What follows belongs to an exercise in optimizing a design on an open flow for small area, a short achievable clock period and few clock cycles; a production flow would make more cautious choices.
At most, simulation tests tie the RTL to the original design; equivalence was not proved.
For runs 1 and 2, only the layout was checked, not whether the RTL still works.
Power figures rest on the tool's default switching activity, not on a simulated workload.

==> flow/design.v (outline; a module is shown in full before it is edited, if it fits) <==
// module alu_mc: 496 lines
// module alu_fa: 10 lines
// module alu_ha: 9 lines
// module alu_pfx64: 17 lines
// module alu_pfx64_l0: 135 lines
// module alu_pfx64_l1: 135 lines
// module alu_pfx64_l2: 135 lines
// module alu_pfx64_l3: 135 lines
// module alu_pfx64_l4: 135 lines
// module alu_pfx64_l5: 135 lines
module alu_mc #(
  parameter int WIDTH = 64
) (
  input  logic             clk,
  input  logic             rst_n,
  input  logic             in_valid,
  output logic             in_ready,
  input  logic [WIDTH-1:0] A,
  input  logic [WIDTH-1:0] B,
  input  logic [4:0]       FS,
  input  logic             C0,
  output logic             out_valid,
  input  logic             out_ready,
  output logic [WIDTH-1:0] F,
  output logic [3:0]       status,
  output logic             busy
);
  // ...
==> flow/flow/run.sh <==
#!/bin/bash
# Standard ORFS layout, except that the port buffers are plain buf_2 cells
# rather than the delay buffers buffer_ports picks by default.
set -euo pipefail
bash standard.sh "BUFFER_PORTS_ARGS=-buffer_cell sky130_fd_sc_hd__buf_2" finish > standard_flow.log 2>&1
==> flow/standard.sh <==
#!/bin/bash
# synth_recipe.tcl (not shown) runs the flow's synth.tcl, then flattens the netlist and writes it again
# the make line also repeats each setting of config.mk as NAME=value (left out here)
make -C /OpenROAD-flow-scripts/flow DESIGN_CONFIG=/design/flow/config.mk WORK_HOME=/design/flow/orfs CLKGATE_MAP_FILE= SYNTH_SCRIPT=/design/flow/synth_recipe.tcl "${@:-finish}"
==> flow/config.mk <==
export PLATFORM = sky130hd
export DESIGN_NAME = alu_mc
export DESIGN_NICKNAME = alu_mc
export VERILOG_FILES = /design/flow/design.v
export SDC_FILE = /design/flow/constraint.sdc
export NUM_CORES = 4
export LEC_CHECK = 0
export CAP_MARGIN = 20
export CORE_MARGIN = 2
export CORE_UTILIZATION = 40
export SETUP_SLACK_MARGIN = 3.0
export SLEW_MARGIN = 20
export SYNTH_HIERARCHICAL = 1
==> flow/constraint.sdc <==
create_clock -name core_clock -period 6.5 [get_ports {clk}]
set_input_delay 1.3000 -clock core_clock [delete_from_list [all_inputs] [get_ports {clk}]]
set_output_delay 1.3000 -clock core_clock [all_outputs]
set_load 0.01 [all_outputs]
==> results.tsv, run 1 <==
metric	value	unit
endpoint	r_reg[48]	
cts_setup_buffers	159	
busiest_layer	met2	
core_area	88100	um^2
clockNetworkAreaShare	0.02818	
nets	5234	
cts_buffer_depth	3	
met3_length	20.53	mm
multiInputGateArea	31890	um^2
seq_cell_count	267	
utilization	0.5363	
cp_max_fo	8	
via_count	39450	
worst_slew_pin_slew	1.228	ns
hold_class	reg -> reg	
swShare	0.4609	
drc	0	
rrSetupSlack	2.95	ns
numClockSinks	267	
buf_share	0.1034	
antennaDiodeCount	9	
cts_resized	684	
tap_cells	1165	
syn2layout_area_growth	33.34	%
antenna_found_initial	12	
rows	109	
largest_cell_class	multi-input combinational cells	
clk_pin_slew	0.07	ns
power.internal	0.005486	W
grt_pass1_vias	36970	
min_to	cnt_reg[0]	
min_path_cells	1	
wirelength_met1	70.62	mm
clkbuf_count	48	
outcome	no timing/DRC/antenna violations	
p_comb_frac	0.577	
top_layer_used	met5	
yosys_warnings	14	
drtPass1Iterations	8	
use_met2	0.6165	
wl	190.9	mm
fin_setup_tns	0	ns
==> module alu_mc, before the edit <==
module alu_mc #(
  parameter int WIDTH = 64
) (
  input  logic             clk,
  input  logic             rst_n,
  input  logic             in_valid,
  output logic             in_ready,
  input  logic [WIDTH-1:0] A,
  input  logic [WIDTH-1:0] B,
  input  logic [4:0]       FS,
  input  logic             C0,
  output logic             out_valid,
  input  logic             out_ready,
  output logic [WIDTH-1:0] F,
  output logic [3:0]       status,
  output logic             busy
);
  localparam int K  = 8;         
  localparam int SW = 56;        
  logic          busy_reg, valid_reg;
  logic [3:0]    cnt_reg;
  logic          accept, op_is_mul, mul_last;
  logic [63:0]   a_reg;            
  logic [63:0]   r_reg;            
  logic [SW-1:0] sw_reg, cw_reg;   
  logic [K-1:0]  xq_reg, yq_reg;   
  logic          zq_reg;           
  logic [1:0]    cr_reg;           
  logic          bprev_reg;        
  logic          v_reg, c_reg;
  assign in_ready  = rst_n & ~busy_reg & (~valid_reg | out_ready);
  assign out_valid = valid_reg;
  assign busy      = busy_reg;
  assign F         = r_reg;
  assign status    = {v_reg, c_reg, r_reg[63], ~|r_reg};
  assign accept    = in_valid & in_ready;
  assign op_is_mul = (FS[4:2] == 3'b110);
  assign mul_last  = (cnt_reg == 4'd8);
  logic [63:0] a_op, b_op, alu_res;
  logic [63:0] ag, ap, aco;
  logic [64:0] sum;
  logic        alu_v, alu_c;
  assign a_op = FS[1] ? ~A : A;
  assign b_op = FS[0] ? ~B : B;
  assign ag   = {a_op[63:1] & b_op[63:1], (a_op[0] & b_op[0]) | ((a_op[0] ^ b_op[0]) & C0)};
  assign ap   = a_op ^ b_op;
  alu_pfx64 u_add (.g(ag), .p(ap), .co(aco));
  assign sum  = {aco[63], ap[63:1] ^ aco[62:0], ap[0] ^ C0};
  logic [63:0] sh_in, sh_out, shr;
  always_comb begin
    for (int i = 0; i < 64; i++) sh_in[i] = FS[2] ? A[63-i] : A[i];
    sh_out = sh_in << B[5:0];
    for (int i = 0; i < 64; i++) shr[i] = sh_out[63-i];
  end
  always_comb begin
    alu_res = '0;
    alu_v   = 1'b0;
    alu_c   = 1'b0;
    case (FS[4:2])
      3'b000: alu_res = a_op & b_op;
      3'b001: alu_res = a_op | b_op;
      3'b010: begin
        alu_res = sum[63:0];
        alu_c   = sum[64];
        alu_v   = ~(a_op[63] ^ b_op[63]) & (sum[63] ^ a_op[63]);
      end
      3'b011: alu_res = a_op ^ b_op;
      3'b100: alu_res = sh_out;
      3'b101: alu_res = shr;
      3'b110: alu_res = B;           
      default: alu_res = '0;
    endcase
  end
  logic [K:0]    mb;
  logic [3:0]     bone, btwo, bneg;
  logic [63:0]   pp [0:3];
  assign mb = {r_reg[K-1:0], bprev_reg};
  always_comb begin
    for (int m = 0; m < 4; m++) begin
      bone[m] = mb[2*m+1] ^ mb[2*m];
      btwo[m] = (mb[2*m+2] & ~mb[2*m+1] & ~mb[2*m]) | (~mb[2*m+2] & mb[2*m+1] & mb[2*m]);
      bneg[m] = mb[2*m+2];
      pp[m] = ((a_reg & {64{bone[m]}}) | ({a_reg[62:0], 1'b0} & {64{btwo[m]}})) ^ {64{bneg[m]}};
    end
  end
  logic [63:0]   xr, yr;           
  logic [K+1:0]  lo;               
  wire [SW-1:0]  sw = sw_reg;
  wire [SW-1:0]  cw = cw_reg;
  wire t1, t2, t3, t4, t5, t6, t7, t8, t9, t10, t11, t12, t13, t14, t15, t16, t17, t18, t19, t20, t21, t22, t23, t24, t25, t26, t27, t28, t29, t30, t31, t32, t33, t34, t35, t36, t37, t38, t39, t40, t41, t42, t43, t44, t45, t46, t47, t48, t49, t50, t51, t52, t53, t54, t55, t56, t57, t58, t59, t60, t61, t62, t63, t64, t65, t66, t67, t68, t69, t70, t71, t72, t73, t74, t75, t76, t77, t78, t79, t80, t81, t82, t83, t84, t85, t86, t87, t88, t89, t90, t91, t92, t93, t94, t95, t96, t97, t98, t99, t100, t101, t102, t103, t104, t105, t106, t107, t108, t109, t110, t111, t112, t113, t114, t115, t116, t117, t118, t119, t120, t121, t122, t123, t124, t125, t126, t127, t128, t129, t130, t131, t132, t133, t134, t135, t136, t137, t138, t139, t140, t141, t142, t143, t144, t145, t146, t147, t148, t149, t150, t151, t152, t153, t154, t155, t156, t157, t158, t159, t160, t161, t162, t163, t164, t165, t166, t167, t168, t169, t170, t171, t172, t173, t174, t175, t176, t177, t178, t179, t180, t181, t182, t183, t184, t185, t186, t187, t188, t189, t190, t191, t192, t193, t194, t195, t196, t197, t198, t199, t200, t201, t202, t203, t204, t205, t206, t207, t208, t209, t210, t211, t212, t213, t214, t215, t216, t217, t218, t219, t220, t221, t222, t223, t224, t225, t226, t227, t228, t229, t230, t231, t232, t233, t234, t235, t236, t237, t238, t239, t240, t241, t242, t243, t244, t245, t246, t247, t248, t249, t250, t251, t252, t253, t254, t255, t256, t257, t258, t259, t260, t261, t262, t263, t264, t265, t266, t267, t268, t269, t270, t271, t272, t273, t274, t275, t276, t277, t278, t279, t280, t281, t282, t283, t284, t285, t286, t287, t288, t289, t290, t291, t292, t293, t294, t295, t296, t297, t298, t299, t300, t301, t302, t303, t304, t305, t306, t307, t308, t309, t310, t311, t312, t313, t314, t315, t316, t317, t318, t319, t320, t321, t322, t323, t324, t325, t326, t327, t328, t329, t330, t331, t332, t333, t334, t335, t336, t337, t338, t339, t340, t341, t342, t343, t344, t345, t346, t347, t348, t349, t350, t351, t352, t353, t354, t355, t356, t357, t358, t359, t360, t361, t362, t363, t364, t365, t366, t367, t368, t369, t370, t371, t372, t373, t374, t375, t376, t377, t378, t379, t380, t381, t382, t383, t384, t385, t386, t387, t388, t389, t390, t391, t392, t393, t394, t395, t396, t397, t398, t399, t400, t401, t402, t403, t404, t405, t406, t407, t408, t409, t410, t411, t412, t413, t414, t415, t416, t417, t418, t419, t420, t421, t422, t423, t424, t425, t426, t427, t428, t429, t430, t431, t432, t433, t434, t435, t436, t437, t438, t439, t440, t441, t442, t443, t444, t445, t446, t447, t448, t449, t450, t451, t452, t453, t454, t455, t456, t457, t458, t459, t460, t461, t462, t463, t464, t465, t466, t467, t468, t469, t470, t471, t472, t473, t474, t475, t476, t477, t478, t479, t480, t481, t482, t483, t484;
  alu_ha ut1 (.a(sw[2]), .b(cw[2]), .s(t1), .co(t2));
  alu_ha ut3 (.a(sw[3]), .b(cw[3]), .s(t3), .co(t4));
  alu_fa ut5 (.a(sw[4]), .b(cw[4]), .c(bneg[2]), .s(t5), .co(t6));
  alu_ha ut7 (.a(pp[0][4]), .b(pp[1][2]), .s(t7), .co(t8));
  alu_fa ut9 (.a(sw[5]), .b(cw[5]), .c(pp[0][5]), .s(t9), .co(t10));
  alu_ha ut11 (.a(pp[1][3]), .b(pp[2][1]), .s(t11), .co(t12));
  alu_fa ut13 (.a(sw[6]), .b(cw[6]), .c(pp[0][6]), .s(t13), .co(t14));
  alu_fa ut15 (.a(pp[1][4]), .b(pp[2][2]), .c(pp[3][0]), .s(t15), .co(t16));
  alu_fa ut17 (.a(sw[7]), .b(cw[7]), .c(pp[0][7]), .s(t17), .co(t18));
  alu_fa ut19 (.a(pp[1][5]), .b(pp[2][3]), .c(pp[3][1]), .s(t19), .co(t20));
  alu_fa ut21 (.a(sw[8]), .b(cw[8]), .c(pp[0][8]), .s(t21), .co(t22));
  alu_fa ut23 (.a(pp[1][6]), .b(pp[2][4]), .c(pp[3][2]), .s(t23), .co(t24));
  alu_fa ut25 (.a(sw[9]), .b(cw[9]), .c(pp[0][9]), .s(t25), .co(t26));
  alu_fa ut27 (.a(pp[1][7]), .b(pp[2][5]), .c(pp[3][3]), .s(t27), .co(t28));
  alu_fa ut29 (.a(sw[10]), .b(cw[10]), .c(pp[0][10]), .s(t29), .co(t30));
  alu_fa ut31 (.a(pp[1][8]), .b(pp[2][6]), .c(pp[3][4]), .s(t31), .co(t32));
  alu_fa ut33 (.a(sw[11]), .b(cw[11]), .c(pp[0][11]), .s(t33), .co(t34));
  alu_fa ut35 (.a(pp[1][9]), .b(pp[2][7]), .c(pp[3][5]), .s(t35), .co(t36));
  alu_fa ut37 (.a(sw[12]), .b(cw[12]), .c(pp[0][12]), .s(t37), .co(t38));
  alu_fa ut39 (.a(pp[1][10]), .b(pp[2][8]), .c(pp[3][6]), .s(t39), .co(t40));
  alu_fa ut41 (.a(sw[13]), .b(cw[13]), .c(pp[0][13]), .s(t41), .co(t42));
  alu_fa ut43 (.a(pp[1][11]), .b(pp[2][9]), .c(pp[3][7]), .s(t43), .co(t44));
  alu_fa ut45 (.a(sw[14]), .b(cw[14]), .c(pp[0][14]), .s(t45), .co(t46));
  alu_fa ut47 (.a(pp[1][12]), .b(pp[2][10]), .c(pp[3][8]), .s(t47), .co(t48));
  alu_fa ut49 (.a(sw[15]), .b(cw[15]), .c(pp[0][15]), .s(t49), .co(t50));
  alu_fa ut51 (.a(pp[1][13]), .b(pp[2][11]), .c(pp[3][9]), .s(t51), .co(t52));
  alu_fa ut53 (.a(sw[16]), .b(cw[16]), .c(pp[0][16]), .s(t53), .co(t54));
  alu_fa ut55 (.a(pp[1][14]), .b(pp[2][12]), .c(pp[3][10]), .s(t55), .co(t56));
  alu_fa ut57 (.a(sw[17]), .b(cw[17]), .c(pp[0][17]), .s(t57), .co(t58));
  alu_fa ut59 (.a(pp[1][15]), .b(pp[2][13]), .c(pp[3][11]), .s(t59), .co(t60));
  alu_fa ut61 (.a(sw[18]), .b(cw[18]), .c(pp[0][18]), .s(t61), .co(t62));
  alu_fa ut63 (.a(pp[1][16]), .b(pp[2][14]), .c(pp[3][12]), .s(t63), .co(t64));
  alu_fa ut65 (.a(sw[19]), .b(cw[19]), .c(pp[0][19]), .s(t65), .co(t66));
  alu_fa ut67 (.a(pp[1][17]), .b(pp[2][15]), .c(pp[3][13]), .s(t67), .co(t68));
  alu_fa ut69 (.a(sw[20]), .b(cw[20]), .c(pp[0][20]), .s(t69), .co(t70));
  alu_fa ut71 (.a(pp[1][18]), .b(pp[2][16]), .c(pp[3][14]), .s(t71), .co(t72));
  alu_fa ut73 (.a(sw[21]), .b(cw[21]), .c(pp[0][21]), .s(t73), .co(t74));
  alu_fa ut75 (.a(pp[1][19]), .b(pp[2][17]), .c(pp[3][15]), .s(t75), .co(t76));
  alu_fa ut77 (.a(sw[22]), .b(cw[22]), .c(pp[0][22]), .s(t77), .co(t78));
  alu_fa ut79 (.a(pp[1][20]), .b(pp[2][18]), .c(pp[3][16]), .s(t79), .co(t80));
  alu_fa ut81 (.a(sw[23]), .b(cw[23]), .c(pp[0][23]), .s(t81), .co(t82));
  alu_fa ut83 (.a(pp[1][21]), .b(pp[2][19]), .c(pp[3][17]), .s(t83), .co(t84));
  alu_fa ut85 (.a(sw[24]), .b(cw[24]), .c(pp[0][24]), .s(t85), .co(t86));
  alu_fa ut87 (.a(pp[1][22]), .b(pp[2][20]), .c(pp[3][18]), .s(t87), .co(t88));
  alu_fa ut89 (.a(sw[25]), .b(cw[25]), .c(pp[0][25]), .s(t89), .co(t90));
  alu_fa ut91 (.a(pp[1][23]), .b(pp[2][21]), .c(pp[3][19]), .s(t91), .co(t92));
  alu_fa ut93 (.a(sw[26]), .b(cw[26]), .c(pp[0][26]), .s(t93), .co(t94));
  alu_fa ut95 (.a(pp[1][24]), .b(pp[2][22]), .c(pp[3][20]), .s(t95), .co(t96));
  alu_fa ut97 (.a(sw[27]), .b(cw[27]), .c(pp[0][27]), .s(t97), .co(t98));
  alu_fa ut99 (.a(pp[1][25]), .b(pp[2][23]), .c(pp[3][21]), .s(t99), .co(t100));
  alu_fa ut101 (.a(sw[28]), .b(cw[28]), .c(pp[0][28]), .s(t101), .co(t102));
  alu_fa ut103 (.a(pp[1][26]), .b(pp[2][24]), .c(pp[3][22]), .s(t103), .co(t104));
  alu_fa ut105 (.a(sw[29]), .b(cw[29]), .c(pp[0][29]), .s(t105), .co(t106));
  alu_fa ut107 (.a(pp[1][27]), .b(pp[2][25]), .c(pp[3][23]), .s(t107), .co(t108));
  alu_fa ut109 (.a(sw[30]), .b(cw[30]), .c(pp[0][30]), .s(t109), .co(t110));
  alu_fa ut111 (.a(pp[1][28]), .b(pp[2][26]), .c(pp[3][24]), .s(t111), .co(t112));
  alu_fa ut113 (.a(sw[31]), .b(cw[31]), .c(pp[0][31]), .s(t113), .co(t114));
  alu_fa ut115 (.a(pp[1][29]), .b(pp[2][27]), .c(pp[3][25]), .s(t115), .co(t116));
  alu_fa ut117 (.a(sw[32]), .b(cw[32]), .c(pp[0][32]), .s(t117), .co(t118));
  alu_fa ut119 (.a(pp[1][30]), .b(pp[2][28]), .c(pp[3][26]), .s(t119), .co(t120));
  alu_fa ut121 (.a(sw[33]), .b(cw[33]), .c(pp[0][33]), .s(t121), .co(t122));
  alu_fa ut123 (.a(pp[1][31]), .b(pp[2][29]), .c(pp[3][27]), .s(t123), .co(t124));
  alu_fa ut125 (.a(sw[34]), .b(cw[34]), .c(pp[0][34]), .s(t125), .co(t126));
  alu_fa ut127 (.a(pp[1][32]), .b(pp[2][30]), .c(pp[3][28]), .s(t127), .co(t128));
  alu_fa ut129 (.a(sw[35]), .b(cw[35]), .c(pp[0][35]), .s(t129), .co(t130));
  alu_fa ut131 (.a(pp[1][33]), .b(pp[2][31]), .c(pp[3][29]), .s(t131), .co(t132));
  alu_fa ut133 (.a(sw[36]), .b(cw[36]), .c(pp[0][36]), .s(t133), .co(t134));
  alu_fa ut135 (.a(pp[1][34]), .b(pp[2][32]), .c(pp[3][30]), .s(t135), .co(t136));
  alu_fa ut137 (.a(sw[37]), .b(cw[37]), .c(pp[0][37]), .s(t137), .co(t138));
  alu_fa ut139 (.a(pp[1][35]), .b(pp[2][33]), .c(pp[3][31]), .s(t139), .co(t140));
  alu_fa ut141 (.a(sw[38]), .b(cw[38]), .c(pp[0][38]), .s(t141), .co(t142));
  alu_fa ut143 (.a(pp[1][36]), .b(pp[2][34]), .c(pp[3][32]), .s(t143), .co(t144));
  alu_fa ut145 (.a(sw[39]), .b(cw[39]), .c(pp[0][39]), .s(t145), .co(t146));
  alu_fa ut147 (.a(pp[1][37]), .b(pp[2][35]), .c(pp[3][33]), .s(t147), .co(t148));
  alu_fa ut149 (.a(sw[40]), .b(cw[40]), .c(pp[0][40]), .s(t149), .co(t150));
  alu_fa ut151 (.a(pp[1][38]), .b(pp[2][36]), .c(pp[3][34]), .s(t151), .co(t152));
  alu_fa ut153 (.a(sw[41]), .b(cw[41]), .c(pp[0][41]), .s(t153), .co(t154));
  alu_fa ut155 (.a(pp[1][39]), .b(pp[2][37]), .c(pp[3][35]), .s(t155), .co(t156));
  alu_fa ut157 (.a(sw[42]), .b(cw[42]), .c(pp[0][42]), .s(t157), .co(t158));
  alu_fa ut159 (.a(pp[1][40]), .b(pp[2][38]), .c(pp[3][36]), .s(t159), .co(t160));
  alu_fa ut161 (.a(sw[43]), .b(cw[43]), .c(pp[0][43]), .s(t161), .co(t162));
  alu_fa ut163 (.a(pp[1][41]), .b(pp[2][39]), .c(pp[3][37]), .s(t163), .co(t164));
  alu_fa ut165 (.a(sw[44]), .b(cw[44]), .c(pp[0][44]), .s(t165), .co(t166));
  alu_fa ut167 (.a(pp[1][42]), .b(pp[2][40]), .c(pp[3][38]), .s(t167), .co(t168));
  alu_fa ut169 (.a(sw[45]), .b(cw[45]), .c(pp[0][45]), .s(t169), .co(t170));
  alu_fa ut171 (.a(pp[1][43]), .b(pp[2][41]), .c(pp[3][39]), .s(t171), .co(t172));
  alu_fa ut173 (.a(sw[46]), .b(cw[46]), .c(pp[0][46]), .s(t173), .co(t174));
  alu_fa ut175 (.a(pp[1][44]), .b(pp[2][42]), .c(pp[3][40]), .s(t175), .co(t176));
  alu_fa ut177 (.a(sw[47]), .b(cw[47]), .c(pp[0][47]), .s(t177), .co(t178));
  alu_fa ut179 (.a(pp[1][45]), .b(pp[2][43]), .c(pp[3][41]), .s(t179), .co(t180));
  alu_fa ut181 (.a(sw[48]), .b(cw[48]), .c(pp[0][48]), .s(t181), .co(t182));
  alu_fa ut183 (.a(pp[1][46]), .b(pp[2][44]), .c(pp[3][42]), .s(t183), .co(t184));
  alu_fa ut185 (.a(sw[49]), .b(cw[49]), .c(pp[0][49]), .s(t185), .co(t186));
  alu_fa ut187 (.a(pp[1][47]), .b(pp[2][45]), .c(pp[3][43]), .s(t187), .co(t188));
  alu_fa ut189 (.a(sw[50]), .b(cw[50]), .c(pp[0][50]), .s(t189), .co(t190));
  alu_fa ut191 (.a(pp[1][48]), .b(pp[2][46]), .c(pp[3][44]), .s(t191), .co(t192));
  alu_fa ut193 (.a(sw[51]), .b(cw[51]), .c(pp[0][51]), .s(t193), .co(t194));
  alu_fa ut195 (.a(pp[1][49]), .b(pp[2][47]), .c(pp[3][45]), .s(t195), .co(t196));
  alu_fa ut197 (.a(sw[52]), .b(cw[52]), .c(pp[0][52]), .s(t197), .co(t198));
  alu_fa ut199 (.a(pp[1][50]), .b(pp[2][48]), .c(pp[3][46]), .s(t199), .co(t200));
  alu_fa ut201 (.a(sw[53]), .b(cw[53]), .c(pp[0][53]), .s(t201), .co(t202));
  alu_fa ut203 (.a(pp[1][51]), .b(pp[2][49]), .c(pp[3][47]), .s(t203), .co(t204));
  alu_fa ut205 (.a(sw[54]), .b(cw[54]), .c(pp[0][54]), .s(t205), .co(t206));
  alu_fa ut207 (.a(pp[1][52]), .b(pp[2][50]), .c(pp[3][48]), .s(t207), .co(t208));
  alu_fa ut209 (.a(sw[55]), .b(cw[55]), .c(pp[0][55]), .s(t209), .co(t210));
  alu_fa ut211 (.a(pp[1][53]), .b(pp[2][51]), .c(pp[3][49]), .s(t211), .co(t212));
  alu_fa ut213 (.a(pp[0][56]), .b(pp[1][54]), .c(pp[2][52]), .s(t213), .co(t214));
  alu_ha ut215 (.a(pp[0][57]), .b(pp[1][55]), .s(t215), .co(t216));
  alu_ha ut217 (.a(pp[0][58]), .b(pp[1][56]), .s(t217), .co(t218));
  alu_ha ut219 (.a(pp[0][59]), .b(pp[1][57]), .s(t219), .co(t220));
  alu_ha ut221 (.a(pp[0][60]), .b(pp[1][58]), .s(t221), .co(t222));
  alu_ha ut223 (.a(pp[0][61]), .b(pp[1][59]), .s(t223), .co(t224));
  alu_ha ut225 (.a(pp[0][62]), .b(pp[1][60]), .s(t225), .co(t226));
  alu_ha ut227 (.a(pp[0][63]), .b(pp[1][61]), .s(t227), .co(t228));
  alu_ha ut229 (.a(sw[0]), .b(cw[0]), .s(t229), .co(t230));
  alu_ha ut231 (.a(sw[1]), .b(cw[1]), .s(t231), .co(t232));
  alu_fa ut233 (.a(t1), .b(bneg[1]), .c(pp[0][2]), .s(t233), .co(t234));
  alu_fa ut235 (.a(t2), .b(t3), .c(pp[0][3]), .s(t235), .co(t236));
  alu_fa ut237 (.a(t4), .b(pp[2][0]), .c(t5), .s(t237), .co(t238));
  alu_fa ut239 (.a(t6), .b(t8), .c(t11), .s(t239), .co(t240));
  alu_fa ut241 (.a(t12), .b(t10), .c(t13), .s(t241), .co(t242));
  alu_fa ut243 (.a(t14), .b(t16), .c(t17), .s(t243), .co(t244));
  alu_fa ut245 (.a(t18), .b(t20), .c(t21), .s(t245), .co(t246));
  alu_fa ut247 (.a(t22), .b(t24), .c(t25), .s(t247), .co(t248));
  alu_fa ut249 (.a(t26), .b(t28), .c(t29), .s(t249), .co(t250));
  alu_fa ut251 (.a(t30), .b(t32), .c(t33), .s(t251), .co(t252));
  alu_fa ut253 (.a(t34), .b(t36), .c(t37), .s(t253), .co(t254));
  alu_fa ut255 (.a(t38), .b(t40), .c(t41), .s(t255), .co(t256));
  alu_fa ut257 (.a(t42), .b(t44), .c(t45), .s(t257), .co(t258));
  alu_fa ut259 (.a(t46), .b(t48), .c(t49), .s(t259), .co(t260));
  alu_fa ut261 (.a(t50), .b(t52), .c(t53), .s(t261), .co(t262));
  alu_fa ut263 (.a(t54), .b(t56), .c(t57), .s(t263), .co(t264));
  alu_fa ut265 (.a(t58), .b(t60), .c(t61), .s(t265), .co(t266));
  alu_fa ut267 (.a(t62), .b(t64), .c(t65), .s(t267), .co(t268));
  alu_fa ut269 (.a(t66), .b(t68), .c(t69), .s(t269), .co(t270));
  alu_fa ut271 (.a(t70), .b(t72), .c(t73), .s(t271), .co(t272));
  alu_fa ut273 (.a(t74), .b(t76), .c(t77), .s(t273), .co(t274));
  alu_fa ut275 (.a(t78), .b(t80), .c(t81), .s(t275), .co(t276));
  alu_fa ut277 (.a(t82), .b(t84), .c(t85), .s(t277), .co(t278));
  alu_fa ut279 (.a(t86), .b(t88), .c(t89), .s(t279), .co(t280));
  alu_fa ut281 (.a(t90), .b(t92), .c(t93), .s(t281), .co(t282));
  alu_fa ut283 (.a(t94), .b(t96), .c(t97), .s(t283), .co(t284));
  alu_fa ut285 (.a(t98), .b(t100), .c(t101), .s(t285), .co(t286));
  alu_fa ut287 (.a(t102), .b(t104), .c(t105), .s(t287), .co(t288));
  alu_fa ut289 (.a(t106), .b(t108), .c(t109), .s(t289), .co(t290));
  alu_fa ut291 (.a(t110), .b(t112), .c(t113), .s(t291), .co(t292));
  alu_fa ut293 (.a(t114), .b(t116), .c(t117), .s(t293), .co(t294));
  alu_fa ut295 (.a(t118), .b(t120), .c(t121), .s(t295), .co(t296));
  alu_fa ut297 (.a(t122), .b(t124), .c(t125), .s(t297), .co(t298));
  alu_fa ut299 (.a(t126), .b(t128), .c(t129), .s(t299), .co(t300));
  alu_fa ut301 (.a(t130), .b(t132), .c(t133), .s(t301), .co(t302));
  alu_fa ut303 (.a(t134), .b(t136), .c(t137), .s(t303), .co(t304));
  alu_fa ut305 (.a(t138), .b(t140), .c(t141), .s(t305), .co(t306));
  alu_fa ut307 (.a(t142), .b(t144), .c(t145), .s(t307), .co(t308));
  alu_fa ut309 (.a(t146), .b(t148), .c(t149), .s(t309), .co(t310));
  alu_fa ut311 (.a(t150), .b(t152), .c(t153), .s(t311), .co(t312));
  alu_fa ut313 (.a(t154), .b(t156), .c(t157), .s(t313), .co(t314));
  alu_fa ut315 (.a(t158), .b(t160), .c(t161), .s(t315), .co(t316));
  alu_fa ut317 (.a(t162), .b(t164), .c(t165), .s(t317), .co(t318));
  alu_fa ut319 (.a(t166), .b(t168), .c(t169), .s(t319), .co(t320));
  alu_fa ut321 (.a(t170), .b(t172), .c(t173), .s(t321), .co(t322));
  alu_fa ut323 (.a(t174), .b(t176), .c(t177), .s(t323), .co(t324));
  alu_fa ut325 (.a(t178), .b(t180), .c(t181), .s(t325), .co(t326));
  alu_fa ut327 (.a(t182), .b(t184), .c(t185), .s(t327), .co(t328));
  alu_fa ut329 (.a(t186), .b(t188), .c(t189), .s(t329), .co(t330));
  alu_fa ut331 (.a(t190), .b(t192), .c(t193), .s(t331), .co(t332));
  alu_fa ut333 (.a(t194), .b(t196), .c(t197), .s(t333), .co(t334));
  alu_fa ut335 (.a(t198), .b(t200), .c(t201), .s(t335), .co(t336));
  alu_fa ut337 (.a(t202), .b(t204), .c(t205), .s(t337), .co(t338));
  alu_fa ut339 (.a(t206), .b(t208), .c(t209), .s(t339), .co(t340));
  alu_fa ut341 (.a(pp[3][50]), .b(t210), .c(t212), .s(t341), .co(t342));
  alu_fa ut343 (.a(pp[2][53]), .b(pp[3][51]), .c(t215), .s(t343), .co(t344));
  alu_fa ut345 (.a(pp[2][54]), .b(pp[3][52]), .c(t216), .s(t345), .co(t346));
  alu_fa ut347 (.a(pp[2][55]), .b(pp[3][53]), .c(t218), .s(t347), .co(t348));
  alu_fa ut349 (.a(pp[2][56]), .b(pp[3][54]), .c(t220), .s(t349), .co(t350));
  alu_fa ut351 (.a(pp[2][57]), .b(pp[3][55]), .c(t222), .s(t351), .co(t352));
  alu_fa ut353 (.a(pp[2][58]), .b(pp[3][56]), .c(t224), .s(t353), .co(t354));
  alu_fa ut355 (.a(pp[2][59]), .b(pp[3][57]), .c(t226), .s(t355), .co(t356));
  alu_ha ut357 (.a(t229), .b(bneg[0]), .s(t357), .co(t358));
  alu_fa ut359 (.a(t230), .b(t231), .c(pp[0][1]), .s(t359), .co(t360));
  alu_fa ut361 (.a(t232), .b(pp[1][0]), .c(t233), .s(t361), .co(t362));
  alu_fa ut363 (.a(pp[1][1]), .b(t234), .c(t235), .s(t363), .co(t364));
  alu_fa ut365 (.a(t7), .b(t236), .c(t237), .s(t365), .co(t366));
  alu_fa ut367 (.a(t9), .b(t238), .c(t239), .s(t367), .co(t368));
  alu_fa ut369 (.a(t15), .b(t240), .c(t241), .s(t369), .co(t370));
  alu_fa ut371 (.a(t19), .b(t242), .c(t243), .s(t371), .co(t372));
  alu_fa ut373 (.a(t23), .b(t244), .c(t245), .s(t373), .co(t374));
  alu_fa ut375 (.a(t27), .b(t246), .c(t247), .s(t375), .co(t376));
  alu_fa ut377 (.a(t31), .b(t248), .c(t249), .s(t377), .co(t378));
  alu_fa ut379 (.a(t35), .b(t250), .c(t251), .s(t379), .co(t380));
  alu_fa ut381 (.a(t39), .b(t252), .c(t253), .s(t381), .co(t382));
  alu_fa ut383 (.a(t43), .b(t254), .c(t255), .s(t383), .co(t384));
  alu_fa ut385 (.a(t47), .b(t256), .c(t257), .s(t385), .co(t386));
  alu_fa ut387 (.a(t51), .b(t258), .c(t259), .s(t387), .co(t388));
  alu_fa ut389 (.a(t55), .b(t260), .c(t261), .s(t389), .co(t390));
  alu_fa ut391 (.a(t59), .b(t262), .c(t263), .s(t391), .co(t392));
  alu_fa ut393 (.a(t63), .b(t264), .c(t265), .s(t393), .co(t394));
  alu_fa ut395 (.a(t67), .b(t266), .c(t267), .s(t395), .co(t396));
  alu_fa ut397 (.a(t71), .b(t268), .c(t269), .s(t397), .co(t398));
  alu_fa ut399 (.a(t75), .b(t270), .c(t271), .s(t399), .co(t400));
  alu_fa ut401 (.a(t79), .b(t272), .c(t273), .s(t401), .co(t402));
  alu_fa ut403 (.a(t83), .b(t274), .c(t275), .s(t403), .co(t404));
  alu_fa ut405 (.a(t87), .b(t276), .c(t277), .s(t405), .co(t406));
  alu_fa ut407 (.a(t91), .b(t278), .c(t279), .s(t407), .co(t408));
  alu_fa ut409 (.a(t95), .b(t280), .c(t281), .s(t409), .co(t410));
  alu_fa ut411 (.a(t99), .b(t282), .c(t283), .s(t411), .co(t412));
  alu_fa ut413 (.a(t103), .b(t284), .c(t285), .s(t413), .co(t414));
  alu_fa ut415 (.a(t107), .b(t286), .c(t287), .s(t415), .co(t416));
  alu_fa ut417 (.a(t111), .b(t288), .c(t289), .s(t417), .co(t418));
  alu_fa ut419 (.a(t115), .b(t290), .c(t291), .s(t419), .co(t420));
  alu_fa ut421 (.a(t119), .b(t292), .c(t293), .s(t421), .co(t422));
  alu_fa ut423 (.a(t123), .b(t294), .c(t295), .s(t423), .co(t424));
  alu_fa ut425 (.a(t127), .b(t296), .c(t297), .s(t425), .co(t426));
  alu_fa ut427 (.a(t131), .b(t298), .c(t299), .s(t427), .co(t428));
  alu_fa ut429 (.a(t135), .b(t300), .c(t301), .s(t429), .co(t430));
  alu_fa ut431 (.a(t139), .b(t302), .c(t303), .s(t431), .co(t432));
  alu_fa ut433 (.a(t143), .b(t304), .c(t305), .s(t433), .co(t434));
  alu_fa ut435 (.a(t147), .b(t306), .c(t307), .s(t435), .co(t436));
  alu_fa ut437 (.a(t151), .b(t308), .c(t309), .s(t437), .co(t438));
  alu_fa ut439 (.a(t155), .b(t310), .c(t311), .s(t439), .co(t440));
  alu_fa ut441 (.a(t159), .b(t312), .c(t313), .s(t441), .co(t442));
  alu_fa ut443 (.a(t163), .b(t314), .c(t315), .s(t443), .co(t444));
  alu_fa ut445 (.a(t167), .b(t316), .c(t317), .s(t445), .co(t446));
  alu_fa ut447 (.a(t171), .b(t318), .c(t319), .s(t447), .co(t448));
  alu_fa ut449 (.a(t175), .b(t320), .c(t321), .s(t449), .co(t450));
  alu_fa ut451 (.a(t179), .b(t322), .c(t323), .s(t451), .co(t452));
  alu_fa ut453 (.a(t183), .b(t324), .c(t325), .s(t453), .co(t454));
  alu_fa ut455 (.a(t187), .b(t326), .c(t327), .s(t455), .co(t456));
  alu_fa ut457 (.a(t191), .b(t328), .c(t329), .s(t457), .co(t458));
  alu_fa ut459 (.a(t195), .b(t330), .c(t331), .s(t459), .co(t460));
  alu_fa ut461 (.a(t199), .b(t332), .c(t333), .s(t461), .co(t462));
  alu_fa ut463 (.a(t203), .b(t334), .c(t335), .s(t463), .co(t464));
  alu_fa ut465 (.a(t207), .b(t336), .c(t337), .s(t465), .co(t466));
  alu_fa ut467 (.a(t211), .b(t338), .c(t339), .s(t467), .co(t468));
  alu_fa ut469 (.a(t213), .b(t340), .c(t341), .s(t469), .co(t470));
  alu_fa ut471 (.a(t214), .b(t343), .c(t342), .s(t471), .co(t472));
  alu_fa ut473 (.a(t217), .b(t344), .c(t345), .s(t473), .co(t474));
  alu_fa ut475 (.a(t219), .b(t346), .c(t347), .s(t475), .co(t476));
  alu_fa ut477 (.a(t221), .b(t348), .c(t349), .s(t477), .co(t478));
  alu_fa ut479 (.a(t223), .b(t350), .c(t351), .s(t479), .co(t480));
  alu_fa ut481 (.a(t225), .b(t352), .c(t353), .s(t481), .co(t482));
  alu_fa ut483 (.a(t227), .b(t354), .c(t355), .s(t483), .co(t484));
  assign xr[0] = t357;
  assign yr[0] = pp[0][0];
  assign xr[1] = t358;
  assign yr[1] = t359;
  assign xr[2] = t360;
  assign yr[2] = t361;
  assign xr[3] = t362;
  assign yr[3] = t363;
  assign xr[4] = t364;
  assign yr[4] = t365;
  assign xr[5] = t366;
  assign yr[5] = t367;
  assign xr[6] = t368;
  assign yr[6] = t369;
  assign xr[7] = t370;
  assign yr[7] = t371;
  assign xr[8] = t372;
  assign yr[8] = t373;
  assign xr[9] = t374;
  assign yr[9] = t375;
  assign xr[10] = t376;
  assign yr[10] = t377;
  assign xr[11] = t378;
  assign yr[11] = t379;
  assign xr[12] = t380;
  assign yr[12] = t381;
  assign xr[13] = t382;
  assign yr[13] = t383;
  assign xr[14] = t384;
  assign yr[14] = t385;
  assign xr[15] = t386;
  assign yr[15] = t387;
  assign xr[16] = t388;
  assign yr[16] = t389;
  assign xr[17] = t390;
  assign yr[17] = t391;
  assign xr[18] = t392;
  assign yr[18] = t393;
  assign xr[19] = t394;
  assign yr[19] = t395;
  assign xr[20] = t396;
  assign yr[20] = t397;
  assign xr[21] = t398;
  assign yr[21] = t399;
  assign xr[22] = t400;
  assign yr[22] = t401;
  assign xr[23] = t402;
  assign yr[23] = t403;
  assign xr[24] = t404;
  assign yr[24] = t405;
  assign xr[25] = t406;
  assign yr[25] = t407;
  assign xr[26] = t408;
  assign yr[26] = t409;
  assign xr[27] = t410;
  assign yr[27] = t411;
  assign xr[28] = t412;
  assign yr[28] = t413;
  assign xr[29] = t414;
  assign yr[29] = t415;
  assign xr[30] = t416;
  assign yr[30] = t417;
  assign xr[31] = t418;
  assign yr[31] = t419;
  assign xr[32] = t420;
  assign yr[32] = t421;
  assign xr[33] = t422;
  assign yr[33] = t423;
  assign xr[34] = t424;
  assign yr[34] = t425;
  assign xr[35] = t426;
  assign yr[35] = t427;
  assign xr[36] = t428;
  assign yr[36] = t429;
  assign xr[37] = t430;
  assign yr[37] = t431;
  assign xr[38] = t432;
  assign yr[38] = t433;
  assign xr[39] = t434;
  assign yr[39] = t435;
  assign xr[40] = t436;
  assign yr[40] = t437;
  assign xr[41] = t438;
  assign yr[41] = t439;
  assign xr[42] = t440;
  assign yr[42] = t441;
  assign xr[43] = t442;
  assign yr[43] = t443;
  assign xr[44] = t444;
  assign yr[44] = t445;
  assign xr[45] = t446;
  assign yr[45] = t447;
  assign xr[46] = t448;
  assign yr[46] = t449;
  assign xr[47] = t450;
  assign yr[47] = t451;
  assign xr[48] = t452;
  assign yr[48] = t453;
  assign xr[49] = t454;
  assign yr[49] = t455;
  assign xr[50] = t456;
  assign yr[50] = t457;
  assign xr[51] = t458;
  assign yr[51] = t459;
  assign xr[52] = t460;
  assign yr[52] = t461;
  assign xr[53] = t462;
  assign yr[53] = t463;
  assign xr[54] = t464;
  assign yr[54] = t465;
  assign xr[55] = t466;
  assign yr[55] = t467;
  assign xr[56] = t468;
  assign yr[56] = t469;
  assign xr[57] = t470;
  assign yr[57] = t471;
  assign xr[58] = t472;
  assign yr[58] = t473;
  assign xr[59] = t474;
  assign yr[59] = t475;
  assign xr[60] = t476;
  assign yr[60] = t477;
  assign xr[61] = t478;
  assign yr[61] = t479;
  assign xr[62] = t480;
  assign yr[62] = t481;
  assign xr[63] = t482;
  assign yr[63] = t483;
  assign lo = {2'b0, xq_reg} + {2'b0, yq_reg} + {3'b0, zq_reg, 6'b0} + {8'b0, cr_reg};
  always_ff @(posedge clk) begin
    if (!rst_n) begin
      busy_reg  <= 1'b0;
      valid_reg <= 1'b0;
    end else if (accept) begin
      busy_reg  <= op_is_mul;
      valid_reg <= ~op_is_mul;
    end else if (busy_reg) begin
      if (mul_last) begin
        busy_reg  <= 1'b0;
        valid_reg <= 1'b1;
      end
    end else if (out_ready) begin
      valid_reg <= 1'b0;
    end
  end
  always_ff @(posedge clk) begin
    cnt_reg   <= busy_reg ? cnt_reg + 1'b1 : '0;
    sw_reg    <= busy_reg ? xr[63:K] : '0;
    cw_reg    <= busy_reg ? yr[63:K] : '0;
    xq_reg    <= busy_reg ? xr[K-1:0] : '0;
    yq_reg    <= busy_reg ? yr[K-1:0] : '0;
    zq_reg    <= busy_reg & bneg[3];
    cr_reg    <= busy_reg ? lo[K+1:K] : 2'b00;
    bprev_reg <= busy_reg & r_reg[K-1];
    if (!busy_reg) a_reg <= A;
    if (accept) begin
      r_reg <= alu_res;
      v_reg <= alu_v;
      c_reg <= alu_c;
    end else if (busy_reg) begin
      r_reg <= {lo[K-1:0], r_reg[63:K]};
    end
  end
endmodule
==> run 2: changes to the inputs <==
--- a/flow/design.v
+++ b/flow/design.v
@@ -26,17 +26,18 @@
   logic [K-1:0]  xq_reg, yq_reg;   
   logic          zq_reg;           
   logic [1:0]    cr_reg;           
-  logic          bprev_reg;        
   logic          v_reg, c_reg;
   assign in_ready  = rst_n & ~busy_reg & (~valid_reg | out_ready);
   assign out_valid = valid_reg;
   assign busy      = busy_reg;
   assign F         = r_reg;
-  assign status    = {v_reg, c_reg, r_reg[63], ~|r_reg};
+  logic          r_zero;
+  alu_zero64 u_zero (.x(r_reg), .z(r_zero));
+  assign status    = {v_reg, c_reg, r_reg[63], r_zero};
   assign accept    = in_valid & in_ready;
   assign op_is_mul = (FS[4:2] == 3'b110);
   assign mul_last  = (cnt_reg == 4'd8);
-  logic [63:0] a_op, b_op, alu_res;
+  logic [63:0] a_op, b_op;
   logic [63:0] ag, ap, aco;
   logic [64:0] sum;
   logic        alu_v, alu_c;
@@ -52,34 +53,41 @@
     sh_out = sh_in << B[5:0];
     for (int i = 0; i < 64; i++) shr[i] = sh_out[63-i];
   end
+  logic [63:0] rest, r_next;
+  logic        sel_sum;
+  logic [6:0]  rsel;
   always_comb begin
-    alu_res = '0;
-    alu_v   = 1'b0;
-    alu_c   = 1'b0;
-    case (FS[4:2])
-      3'b000: alu_res = a_op & b_op;
-      3'b001: alu_res = a_op | b_op;
-      3'b010: begin
-        alu_res = sum[63:0];
-        alu_c   = sum[64];
-        alu_v   = ~(a_op[63] ^ b_op[63]) & (sum[63] ^ a_op[63]);
-      end
-      3'b011: alu_res = a_op ^ b_op;
-      3'b100: alu_res = sh_out;
-      3'b101: alu_res = shr;
-      3'b110: alu_res = B;           
-      default: alu_res = '0;
-    endcase
+    rsel = '0;
+    if (busy_reg) rsel[6] = 1'b1;
+    else begin
+      case (FS[4:2])
+        3'b000:  rsel[0] = 1'b1;     
+        3'b001:  rsel[1] = 1'b1;     
+        3'b011:  rsel[2] = 1'b1;     
+        3'b100:  rsel[3] = 1'b1;     
+        3'b101:  rsel[4] = 1'b1;     
+        3'b110:  rsel[5] = 1'b1;     
+        default: rsel = '0;          
+      endcase
+    end
   end
-  logic [K:0]    mb;
+  alu_sel7 u_rest (.d0(a_op & b_op), .d1(a_op | b_op), .d2(a_op ^ b_op), .d3(sh_out), .d4(shr),
+                   .d5(B), .d6({lo[K-1:0], r_reg[63:K]}), .s(rsel), .y(rest));
+  assign sel_sum = ~busy_reg & (FS[4:2] == 3'b010);
+  alu_mux64 u_rmux (.a(sum[63:0]), .b(rest), .s(sel_sum), .y(r_next));
+  assign alu_c = sel_sum & sum[64];
+  assign alu_v = sel_sum & ~(a_op[63] ^ b_op[63]) & (sum[63] ^ a_op[63]);
+  logic [K:0]    mb_next;
+  logic [3:0]     bone_next, btwo_next, bneg_next;
   logic [3:0]     bone, btwo, bneg;
   logic [63:0]   pp [0:3];
-  assign mb = {r_reg[K-1:0], bprev_reg};
+  assign mb_next = busy_reg ? {r_reg[2*K-1:K], r_reg[K-1]} : {B[K-1:0], 1'b0};
   always_comb begin
     for (int m = 0; m < 4; m++) begin
-      bone[m] = mb[2*m+1] ^ mb[2*m];
-      btwo[m] = (mb[2*m+2] & ~mb[2*m+1] & ~mb[2*m]) | (~mb[2*m+2] & mb[2*m+1] & mb[2*m]);
-      bneg[m] = mb[2*m+2];
+      bone_next[m] = mb_next[2*m+1] ^ mb_next[2*m];
+      btwo_next[m] = (mb_next[2*m+2] & ~mb_next[2*m+1] & ~mb_next[2*m]) |
+                     (~mb_next[2*m+2] & mb_next[2*m+1] & mb_next[2*m]);
+      bneg_next[m] = mb_next[2*m+2];
       pp[m] = ((a_reg & {64{bone[m]}}) | ({a_reg[62:0], 1'b0} & {64{btwo[m]}})) ^ {64{bneg[m]}};
     end
   end
@@ -483,14 +491,14 @@
     yq_reg    <= busy_reg ? yr[K-1:0] : '0;
     zq_reg    <= busy_reg & bneg[3];
     cr_reg    <= busy_reg ? lo[K+1:K] : 2'b00;
-    bprev_reg <= busy_reg & r_reg[K-1];
+    bone      <= bone_next;
+    btwo      <= btwo_next;
+    bneg      <= bneg_next;
     if (!busy_reg) a_reg <= A;
+    if (accept | busy_reg) r_reg <= r_next;
     if (accept) begin
-      r_reg <= alu_res;
       v_reg <= alu_v;
       c_reg <= alu_c;
-    end else if (busy_reg) begin
-      r_reg <= {lo[K-1:0], r_reg[63:K]};
     end
   end
 endmodule
@@ -513,6 +521,40 @@
   assign s  = a ^ b;
   assign co = a & b;
 endmodule
+module alu_mux64 (
+  input  logic [63:0] a,
+  input  logic [63:0] b,
+  input  logic        s,
+  output logic [63:0] y
+);
+  assign y = s ? a : b;
+endmodule
+module alu_zero64 (
+  input  logic [63:0] x,
+  output logic        z
+);
+  logic [15:0] n1;
+  logic [3:0]  n2;
+  always_comb begin
+    for (int i = 0; i < 16; i++) n1[i] = ~|x[4*i +: 4];
+    for (int j = 0; j < 4; j++) n2[j] = ~&n1[4*j +: 4];
+    z = ~|n2;
+  end
+endmodule
+module alu_sel7 (
+  input  logic [63:0] d0,
+  input  logic [63:0] d1,
+  input  logic [63:0] d2,
+  input  logic [63:0] d3,
+  input  logic [63:0] d4,
+  input  logic [63:0] d5,
+  input  logic [63:0] d6,
+  input  logic [6:0]  s,
+  output logic [63:0] y
+);
+  assign y = (d0 & {64{s[0]}}) | (d1 & {64{s[1]}}) | (d2 & {64{s[2]}}) | (d3 & {64{s[3]}}) |
+             (d4 & {64{s[4]}}) | (d5 & {64{s[5]}}) | (d6 & {64{s[6]}});
+endmodule
 module alu_pfx64 (
   input  logic [63:0] g,
   input  logic [63:0] p,
--- a/flow/config.mk
+++ b/flow/config.mk
@@ -7,7 +7,7 @@
 export LEC_CHECK = 0
 export CAP_MARGIN = 20
 export CORE_MARGIN = 2
-export CORE_UTILIZATION = 40
+export CORE_UTILIZATION = 55
 export SETUP_SLACK_MARGIN = 3.0
 export SLEW_MARGIN = 20
 export SYNTH_HIERARCHICAL = 1
==> run 2 against run 1 <==
Synthesized cell count shrank 21%. Flip-flop and latch count grew 12. Die area shrank 30%. Clock skew shrank 0.028 ns. Worst hold slack lost 0.013 ns. Combinational power shrank 9.4%. Largest cell class unchanged. Highest routed layer unchanged.
==> results.tsv, run 2 <==
metric	value	unit	change
drc	0		unchanged
fin_setup_tns	0	ns	unchanged
relSlewSlack	0.2855		was 0.1757
rsz0062_at_grt	true		unchanged
outcome	no timing/DRC/antenna violations		unchanged
p_leak	16.18	nW	was 18.53 nW
stdcell_area	40610	um^2	was 47250 um^2
setup_violations	0		unchanged
r2r_start	xq_reg[1]		was busy_reg
die_height	252.9	um	was 301.6 um
clock-root-buffer	clkbuf_16		unchanged
utilization	0.6604		was 0.5363
ir_drop	0.1543	mV	was 0.2250 mV
finalCriticalPeriod	4.023	ns	was 4.474 ns
startpoint_type	input port		unchanged
first_iter_violations	5104		was 5517
antenna_left	0		unchanged
htreeDepth	2		unchanged
min_from	cnt_reg[0]		unchanged
via_count	32590		was 39450
drtPass1Iterations	13		was 8
dpl.hpwl	110.6	mm	was 129.8 mm
critical_path_class	in -> reg		unchanged
nets	4244		was 5234
portBuffers	208		unchanged
place_congestion	1.108		was 1.080
cp_max_fo	12		was 8
grt_pass1_wl	219.3	mm	was 267.6 mm
cellPowerDensity	238.2	nW/um^2	was 215.4 nW/um^2
dieArea	63940	um^2	was 90970 um^2
layout_commonest_cell	a22oi_1		was nand2_1
total_power	0.009674	W	was 0.01018 W
numClockSinks	279		was 267
clk_latency	0.60	ns	was 0.63 ns
finalHoldViolCount	0		unchanged
initial_core_util	0.5540		was 0.4022
min_path_cells	1		unchanged
clk_pin_slew	0.06	ns	was 0.07 ns
drive_gt1_frac	0.2997		was 0.3376
io_pins	209		unchanged
core_area	61480	um^2	was 88100 um^2
synthesis.area	34060	um^2	was 35430 um^2
rrSetupSlack	3.03	ns	was 2.95 ns
slew_violations	0		unchanged
avgSynthCellArea	9.467	um^2	was 7.825 um^2
place_area	35160	um^2	was 38830 um^2
r2r_cells	13		was 6
rows	91		was 109
dieWidth	252.9	um	was 301.6 um
grt_pass1_vias	32130		was 36970
cp-end-kind	flop		unchanged
fin_skew	0.03647	ns	was 0.06491 ns
fillers	4814		was 8008
yosys_warnings	15		was 14
crit_arrival	4.48	ns	was 4.84 ns
syn_nets	4125		was 5055
finalCritPeriodShare	0.6189		was 0.6883
wl	154.6	mm	was 190.9 mm
critical_path.reg2reg.endpoint	r_reg[63]		was r_reg[51]
syn2layout_area_growth	19.21	%	was 33.34%
wire_per_inst	34.05	um	was 32.29 um
syn_inst	3598		was 4528
worst_slew_pin_slew	1.065	ns	was 1.228 ns
min_to	cnt_reg[0]		unchanged
grt_util_all_layers	0.4718		was 0.4022
cts_buffer_depth	3		unchanged
drv_cap	0		unchanged
cp.required	6.96	ns	was 6.87 ns
cts_tree	yes		unchanged
holdBufCountCts	0		unchanged
grt_max_degree	139		was 113
fmax	248.6	MHz	was 223.5 MHz
overflow	0		unchanged
cts-buffers-inserted	38		was 37
avgViaCountPerCell	7.177		was 6.675
final_cell_mix	a22oi_1 (358), inv_1 (276), xnor2_1 (249)		was nand2_1 (555), nor2_1 (412), a21oi_1 (327)
hold_class	reg -> reg		unchanged
antenna_found_initial	4		was 12
## run 2: metrics by stage
stage               worst slack (ns)  instances  hold slack (ns)
floorplan                      2.442       3598           0.4142
detailed placement            0.9373       4354           0.4457
global placement              0.9456       4354           0.4215
finish                         2.477       4541           0.4586
global route                   2.505       4538           0.4880
CTS                            2.630       4507           0.4595
## run 2: how the worst max path moves through the flow
stage	end	cells after the start	slack [ns]	start
CTS	r_reg[10]	11	2.63	B[2]
global placement	r_reg[22]	11	0.95	B[0]
floorplan	r_reg[9]	12	2.44	B[0]
finish	r_reg[33]	10	2.48	B[3]
detailed placement	r_reg[22]	11	0.94	B[0]
global route	r_reg[9]	12	2.50	B[0]
## run 2: critical path, cell delays in order
cell and delay (ns):
buf_2 0.33, clkinv_1 0.35, nand2_1 0.40, o22ai_1 0.17
a221o_1 0.32, buf_4 0.17, a211oi_1 0.88, a222oi_1 0.29
nand3_1 0.13, mux2_4 0.15
## run 2: timing repair
item,4_1_cts,5_1_grt
gates resized for setup,440,205
cloned,24,1
buffers inserted,59,29
pin swaps,73,83
endpoints found under the setup margin,111,113
## run 2: routing by layer
metal  share of wire  vias up  track usage  routed length, um
met5        0.000084        -            0                 13
met4            0.11        2       0.3758              16350
li1                -    12990            -                  -
met3            0.12      779       0.1214              17870
met1            0.34    16110       0.5541              52310
met2            0.44     2714       0.7343              68060
## run 2: cell type report
class | instances | area (um^2) | share of cell area
multi-input cells | 2740 | 27040 | 0.6659
repair buffers | 375 | 3301 | 0.08128
flip-flops and latches | 279 | 6915 | 0.1703
clock inverters | 24 | 261.5 | 0.006440
clock buffers | 46 | 1002 | 0.02468
diodes | 4 | 10.01 | 0.0002465
well taps | 790 | 988.4 | 0.02434
inverters | 283 | 1087 | 0.02678
## run 2: power by group
| group | switching [W] | leakage (nW) | internal (W) |
|---|---|---|---|
| logic | 0.00318 | 13.0 | 0.00214 |
| registers | 0.000197 | 2.52 | 0.00197 |
| clock network | 0.000918 | 0.618 | 0.00127 |
==> run 3: changes to the inputs <==
--- a/flow/design.v
+++ b/flow/design.v
@@ -55,10 +55,11 @@
   end
   logic [63:0] rest, r_next;
   logic        sel_sum;
-  logic [6:0]  rsel;
+  logic [7:0]  rsel;
   always_comb begin
     rsel = '0;
     if (busy_reg) rsel[6] = 1'b1;
+    else if (!accept) rsel[7] = 1'b1;    
     else begin
       case (FS[4:2])
         3'b000:  rsel[0] = 1'b1;     
@@ -71,12 +72,14 @@
       endcase
     end
   end
-  alu_sel7 u_rest (.d0(a_op & b_op), .d1(a_op | b_op), .d2(a_op ^ b_op), .d3(sh_out), .d4(shr),
-                   .d5(B), .d6({lo[K-1:0], r_reg[63:K]}), .s(rsel), .y(rest));
-  assign sel_sum = ~busy_reg & (FS[4:2] == 3'b010);
+  alu_sel8 u_rest (.d0(a_op & b_op), .d1(a_op | b_op), .d2(a_op ^ b_op), .d3(sh_out), .d4(shr),
+                   .d5(B), .d6({lo[K-1:0], r_reg[63:K]}), .d7(r_reg), .s(rsel), .y(rest));
+  assign sel_sum = accept & (FS[4:2] == 3'b010);
   alu_mux64 u_rmux (.a(sum[63:0]), .b(rest), .s(sel_sum), .y(r_next));
   assign alu_c = sel_sum & sum[64];
   assign alu_v = sel_sum & ~(a_op[63] ^ b_op[63]) & (sum[63] ^ a_op[63]);
+  logic [63:0] a_next;
+  alu_mux64 u_ahold (.a(a_reg), .b(A), .s(busy_reg), .y(a_next));
   logic [K:0]    mb_next;
   logic [3:0]     bone_next, btwo_next, bneg_next;
   logic [3:0]     bone, btwo, bneg;
@@ -494,8 +497,8 @@
     bone      <= bone_next;
     btwo      <= btwo_next;
     bneg      <= bneg_next;
-    if (!busy_reg) a_reg <= A;
-    if (accept | busy_reg) r_reg <= r_next;
+    a_reg     <= a_next;
+    r_reg     <= r_next;
     if (accept) begin
       v_reg <= alu_v;
       c_reg <= alu_c;
@@ -541,7 +544,7 @@
     z = ~|n2;
   end
 endmodule
-module alu_sel7 (
+module alu_sel8 (
   input  logic [63:0] d0,
   input  logic [63:0] d1,
   input  logic [63:0] d2,
@@ -549,11 +552,12 @@
   input  logic [63:0] d4,
   input  logic [63:0] d5,
   input  logic [63:0] d6,
-  input  logic [6:0]  s,
+  input  logic [63:0] d7,
+  input  logic [7:0]  s,
   output logic [63:0] y
 );
   assign y = (d0 & {64{s[0]}}) | (d1 & {64{s[1]}}) | (d2 & {64{s[2]}}) | (d3 & {64{s[3]}}) |
-             (d4 & {64{s[4]}}) | (d5 & {64{s[5]}}) | (d6 & {64{s[6]}});
+             (d4 & {64{s[4]}}) | (d5 & {64{s[5]}}) | (d6 & {64{s[6]}}) | (d7 & {64{s[7]}});
 endmodule
 module alu_pfx64 (
   input  logic [63:0] g,
==> run 3 against run 2 <==
Cell area decreased by 2.4%. Sequential power grew 7%. Largest cell class unchanged. Cell count grew 2.6%. Clock skew down 0.0078 ns. Sequential share of layout area shrank 2.7 points. Core utilization is 1.8 points lower. Count of clock-buffer cells in the layout decreased by 1. Critical path depth grew 1. Worst hold slack improved by 0.024 ns. Clock power about the same.
==> results.tsv, run 3 <==
metric	value	unit	change
drtPass1Iterations	9		was 13
core_area	61710	um^2	was 61480 um^2
fillers	5094		was 4814
finalHoldViolCount	0		unchanged
first_iter_violations	5183		was 5104
place_congestion	1.123		was 1.108
numClockSinks	279		unchanged
syn_nets	4239		was 4125
finalCritPeriodShare	0.5679		was 0.6189
setup_ws	2.809	ns	was 2.477 ns
antenna_left	0		unchanged
drv_cap	0		unchanged
fin_skew	0.02864	ns	was 0.03647 ns
relSlewSlack	0.2446		was 0.2855
syn_inst	3712		was 3598
outcome	no timing/DRC/antenna violations		unchanged
stdcell_area	39620	um^2	was 40610 um^2
io_pins	209		unchanged
via_count	33680		was 32590
ir_drop	0.2009	mV	was 0.1543 mV
portBuffers	208		unchanged
crit_top_cell	mux2_4		
syn2layout_area_growth	15.53	%	was 19.21%
dp_slack	1.214	ns	was 0.9373 ns
p_comb_frac	0.558		was 0.550
cellPowerDensity	256.8	nW/um^2	was 238.2 nW/um^2
antenna_found_initial	13		was 4
rows	91		unchanged
dpl.hpwl	117.0	mm	was 110.6 mm
layout_commonest_cell	a22oi_1		unchanged
grt_util_all_layers	0.4965		was 0.4718
drc	0		unchanged
clk_latency	0.60	ns	about the same
wire_per_inst	35.58	um	was 34.05 um
cp_max_fo	7		was 12
holdBufCountCts	0		unchanged
grt_max_degree	182		was 139
nets	4314		was 4244
grt_pass1_wl	231.1	mm	was 219.3 mm
fin_setup_tns	0	ns	unchanged
drive_gt1_frac	0.2921		was 0.2997
setup_violations	0		unchanged
cpMaxStageDelayCell	mux4_2		was a211oi_1
worst_slew_pin_slew	1.133	ns	was 1.065 ns
avgSynthCellArea	9.238	um^2	was 9.467 um^2
initial_core_util	0.5557		was 0.5540
rsz0062_at_grt	true		unchanged
overflow	0		unchanged
critical_path.top_delay_family	multiplexers		was compound AO/OA/AOI/OAI gates
cp-end-kind	flop		unchanged
die_height	253.7	um	was 252.9 um
critical_path_class	in -> reg		unchanged
finalCriticalPeriod	3.691	ns	was 4.023 ns
seq_power_share	0.230		was 0.224
fmax	270.9	MHz	was 248.6 MHz
cp.required	6.98	ns	was 6.96 ns
slew_violations	0		unchanged
htreeDepth	2		unchanged
wl	165.7	mm	was 154.6 mm
dpl.cell_count	4506		was 4354
grt_pass1_vias	33070		was 32130
synthesis.area	34290	um^2	was 34060 um^2
crit_buf_inv	2		was 3
swShare	0.4708		was 0.4434
yosys_warnings	15		unchanged
avgViaCountPerCell	7.229		was 7.177
p_clk_frac	0.213		was 0.226
dieArea	64360	um^2	was 63940 um^2
clk_pin_slew	0.06	ns	about the same
clock-root-buffer	clkbuf_16		unchanged
crit_arrival	4.17	ns	was 4.48 ns
p_sw	0.004789	W	was 0.004290 W
startpoint_type	input port		unchanged
p_leak	15.90	nW	was 16.18 nW
cp_cell_sequence	clkbuf_4 -> mux2_4 -> mux4_2 -> mux2i_2 -> mux2i_1 -> o21ai_2 -> a221oi_4 -> buf_12 -> a22oi_1 -> nand4_1 -> mux2_4		was buf_2 -> clkinv_1 -> nand2_1 -> o22ai_1 -> a221o_1 -> buf_4 -> a211oi_1 -> a222oi_1 -> nand3_1 -> mux2_4
cts-buffers-inserted	37		was 38
final_cell_mix	a22oi_1 (499), inv_1 (275), dfxtp_1 (254)		was a22oi_1 (358), inv_1 (276), xnor2_1 (249)
cpPeakStageDelay	0.55	ns	was 0.88 ns
cts_buffer_depth	3		unchanged
dieWidth	253.7	um	was 252.9 um
cts_tree	yes		unchanged
fin_cells	4659		was 4541
power.internal	0.005384	W	about the same
place_area	35080	um^2	was 35160 um^2
hold_class	reg -> reg		unchanged
[run 3: changes by cell type in the layout (fill, tap and decap cells not counted), sizes merged, moves of 12 or more]
cell,change
nor2,-13
a222oi,-60
dfxtp,+128
buf,-39
clkbuf,+13
nand3,-60
nand4,+64
a22oi,+125
edfxtp,-128
mux2,+84
mux4,-12
[run 3: worst paths after layout]
kind	startpoint	endpoint	slack, ns	cells after the start
setup / recovery	A[20]	r_reg[55]	2.81	11
hold / removal	cnt_reg[0]	cnt_reg[0]	0.48	1
setup reg to reg	bneg[2]	cw_reg[26]	3.06	6
hold reg to reg	cnt_reg[0]	cnt_reg[0]	0.48	1
[run 3: what timing repair did]
| action | 4_1_cts | 5_1_grt |
|---|---|---|
| setup endpoints to repair | 72 | 70 |
| pin swaps | 15 | 31 |
| gates cloned | 10 | 9 |
| setup buffers | 23 | 37 |
| resized for setup | 245 | 340 |
[run 3: power groups by stage]
| stage | clock network [W] | registers (W) | logic (W) |
|---|---|---|---|
| CTS | 0.00217 | 0.00230 | 0.00516 |
| detailed placement | 0 | 0.00233 | 0.00485 |
| global placement | 0 | 0.00233 | 0.00473 |
| global route | 0.00223 | 0.00233 | 0.00594 |
| floorplan | 0 | 0.00211 | 0.00319 |
| finish | 0.00216 | 0.00233 | 0.00567 |
[run 3: per-stage QoR]
stage	utilization	hold slack, ns	power (W)
5_1_grt	0.6417	0.4982	0.01050
2_1_floorplan	-	0.4366	0.005295
4_1_cts	0.6125	0.4867	0.009622
3_3_place_gp	0.5685	0.4448	0.007063
3_5_place_dp	0.5685	0.4732	0.007174
6_report	0.6420	0.4830	0.01017
[run 3: cell type report]
class / instances / area, um^2 / share of cell area
inverters: 282 / 1092 / 0.02757
clock buffers: 45 / 997.2 / 0.02517
well taps: 837 / 1047 / 0.02643
repair buffers: 340 / 2843 / 0.07175
multi-input cells: 2847 / 27720 / 0.6996
diodes: 8 / 20.02 / 0.0005053
clock inverters: 21 / 234.0 / 0.005906
flip-flops and latches: 279 / 5667 / 0.1430
[run 3: metal layers]
layer  GRT usage  vias up  share of wire
met2      0.7710     2915           0.43
met3      0.1560     1008           0.13
met1      0.5571    16520           0.33
met5    0.003861        -        0.00032
met4      0.4165       10           0.12
li1            -    13230              -
Testbench counts of run 3, summed over its fixed seeds: cycles 5,376.
==> run 4: changes to the inputs <==
--- a/flow/config.mk
+++ b/flow/config.mk
@@ -11,3 +11,4 @@
 export SETUP_SLACK_MARGIN = 3.0
 export SLEW_MARGIN = 20
 export SYNTH_HIERARCHICAL = 1
+export TNS_END_PERCENT = 0
==> run 4 against run 3 <==
Still clean on timing, DRC and antenna. Cell area shrank 3.7%. Wire length shrank 5.6%. Area after synthesis is the same. Critical endpoint is now status[0]. Largest power group unchanged.
==> results.tsv, run 4 <==
metric	value	unit	change
outcome	no timing/DRC/antenna violations		unchanged
setup_violations	0		unchanged
dieArea	64360	um^2	unchanged
antenna_left	0		unchanged
place_congestion	1.076		was 1.123
wire_per_inst	33.95	um	was 35.58 um
dieWidth	253.7	um	unchanged
cp-end-kind	primary output		was flop
wl	156.4	mm	was 165.7 mm
yosys_warnings	15		unchanged
r2r_cells	9		was 6
fmax	268.6	MHz	was 270.9 MHz
fin_setup_tns	0	ns	unchanged
p_leak	15.46	nW	was 15.90 nW
htreeDepth	2		unchanged
syn2layout_area_growth	11.24	%	was 15.53%
first_iter_violations	4882		was 5183
grt_max_degree	87		was 182
power.internal	0.005293	W	was 0.005384 W
holdBufCountCts	0		unchanged
syn_nets	4239		unchanged
critical_path.top_delay_family	simple AND/OR/NAND/NOR gates		was multiplexers
crit_buf_inv	1		was 2
rrSetupSlack	2.96	ns	was 3.06 ns
cpMaxStageDelayCell	dfxtp_1		was mux4_2
crit_arrival	2.42	ns	was 4.17 ns
initial_core_util	0.5557		unchanged
antenna_found_initial	9		was 13
cts_buffer_depth	3		unchanged
relSlewSlack	0.2868		was 0.2446
core_area	61710	um^2	unchanged
ir_drop	0.1731	mV	was 0.2009 mV
cp.depth	4		was 11
layout_commonest_cell	a22oi_1		unchanged
grt_pass1_wl	222.0	mm	was 231.1 mm
p_comb_frac	0.534		was 0.558
startpoint_type	flop		was input port
cp.required	5.20	ns	was 6.98 ns
p_sw	0.004544	W	was 0.004789 W
grt_util_all_layers	0.4736		was 0.4965
drtPass1Iterations	8		was 9
avgViaCountPerCell	7.083		was 7.229
cp_max_fo	4		was 7
cts_tree	yes		unchanged
syn_inst	3712		unchanged
clk_latency	0.59	ns	was 0.60 ns
p_clk_frac	0.226		was 0.213
via_count	32630		was 33680
finalCriticalPeriod	3.722	ns	was 3.691 ns
nets	4265		was 4314
cp_cell_sequence	nor4_2 -> nand4_1 -> nor4_4 -> buf_2		was clkbuf_4 -> mux2_4 -> mux4_2 -> mux2i_2 -> mux2i_1 -> o21ai_2 -> a221oi_4 -> buf_12 -> a22oi_1 -> nand4_1 -> mux2_4
hold_class	reg -> reg		unchanged
numClockSinks	279		unchanged
fin_skew	0.01681	ns	was 0.02864 ns
avgSynthCellArea	9.238	um^2	unchanged
finalHoldViolCount	0		unchanged
drive_gt1_frac	0.2406		was 0.2921
drc	0		unchanged
cts-buffers-inserted	38		was 37
portBuffers	208		unchanged
rsz0062_at_grt	true		unchanged
worst_slew_pin_slew	1.070	ns	was 1.133 ns
seq_power_share	0.240		was 0.230
overflow	0		unchanged
min_path_cells	1		unchanged
die_height	253.7	um	unchanged
place_area	34950	um^2	was 35080 um^2
synthesis.area	34290	um^2	unchanged
dpl.hpwl	113.5	mm	was 117.0 mm
swShare	0.4619		was 0.4708
stdcell_area	38150	um^2	was 39620 um^2
final_cell_mix	a22oi_1 (497), inv_1 (275), dfxtp_1 (262)		was a22oi_1 (499), inv_1 (275), dfxtp_1 (254)
grt_pass1_vias	32160		was 33070
io_pins	209		unchanged
fillers	5220		was 5094
critical_path_class	reg -> out		was in -> reg
cellPowerDensity	257.9	nW/um^2	was 256.8 nW/um^2
clk_pin_slew	0.06	ns	about the same
rows	91		unchanged
cpPeakStageDelay	0.53	ns	was 0.55 ns
slew_violations	0		unchanged
drv_cap	0		unchanged
clock-root-buffer	clkbuf_16		unchanged
finalCritPeriodShare	0.5727		was 0.5679
[run 4: final cells by class]
cell class / instances / area [um^2] / area share
clock buffers: 46 / 1032 / 0.02706
inverters: 282 / 1086 / 0.02847
clock inverters: 22 / 250.2 / 0.006560
repair buffers: 289 / 2161 / 0.05665
multi-input cells: 2847 / 26910 / 0.7056
well taps: 837 / 1047 / 0.02745
repair inverters: 1 / 8.758 / 0.0002296
flip-flops and latches: 279 / 5637 / 0.1478
diodes: 4 / 10.01 / 0.0002624
[run 4: what timing repair did]
action	4_1_cts	5_1_grt
pin swaps	13	9
setup buffers	11	7
resized for setup	190	130
setup endpoints to repair	67	73
gates cloned	7	6
[run 4: path summary, 6_finish.rpt]
| kind | from | to |
|---|---|---|
| max | r_reg[61] | status[0] |
| min | cnt_reg[0] | cnt_reg[0] |
| max reg2reg | busy_reg | r_reg[58] |
| min reg2reg | cnt_reg[0] | cnt_reg[0] |
[run 4: power by group through the flow]
stage | logic [W] | clock network, W | registers [W]
after CTS | 0.00495 | 0.00223 | 0.00232
after detailed placement | 0.00474 | 0 | 0.00235
after floorplan | 0.00316 | 0 | 0.00211
final | 0.00525 | 0.00223 | 0.00236
after global routing | 0.00558 | 0.00230 | 0.00234
after global placement | 0.00467 | 0 | 0.00235
[run 4: metrics by stage]
| step | setup slack (ns) | total power (W) | hold WS (ns) | cells | utilization |
|---|---|---|---|---|---|
| finish | 2.778 | 0.009837 | 0.4934 | 4607 | 0.6181 |
| global route | 2.774 | 0.01022 | 0.5086 | 4606 | 0.6181 |
| CTS | 2.900 | 0.009505 | 0.4907 | 4589 | 0.6055 |
| detailed placement | 1.228 | 0.007092 | 0.4723 | 4503 | 0.5664 |
| global placement | 1.251 | 0.007018 | 0.4453 | 4503 | 0.5663 |
| floorplan | 2.714 | 0.005273 | 0.4366 | 3712 | - |
[run 4: routing by layer]
layer	global-route usage	share of wire
met5	0	0.00015
met4	0.3982	0.11
met3	0.1318	0.12
met2	0.7308	0.43
met1	0.5459	0.34
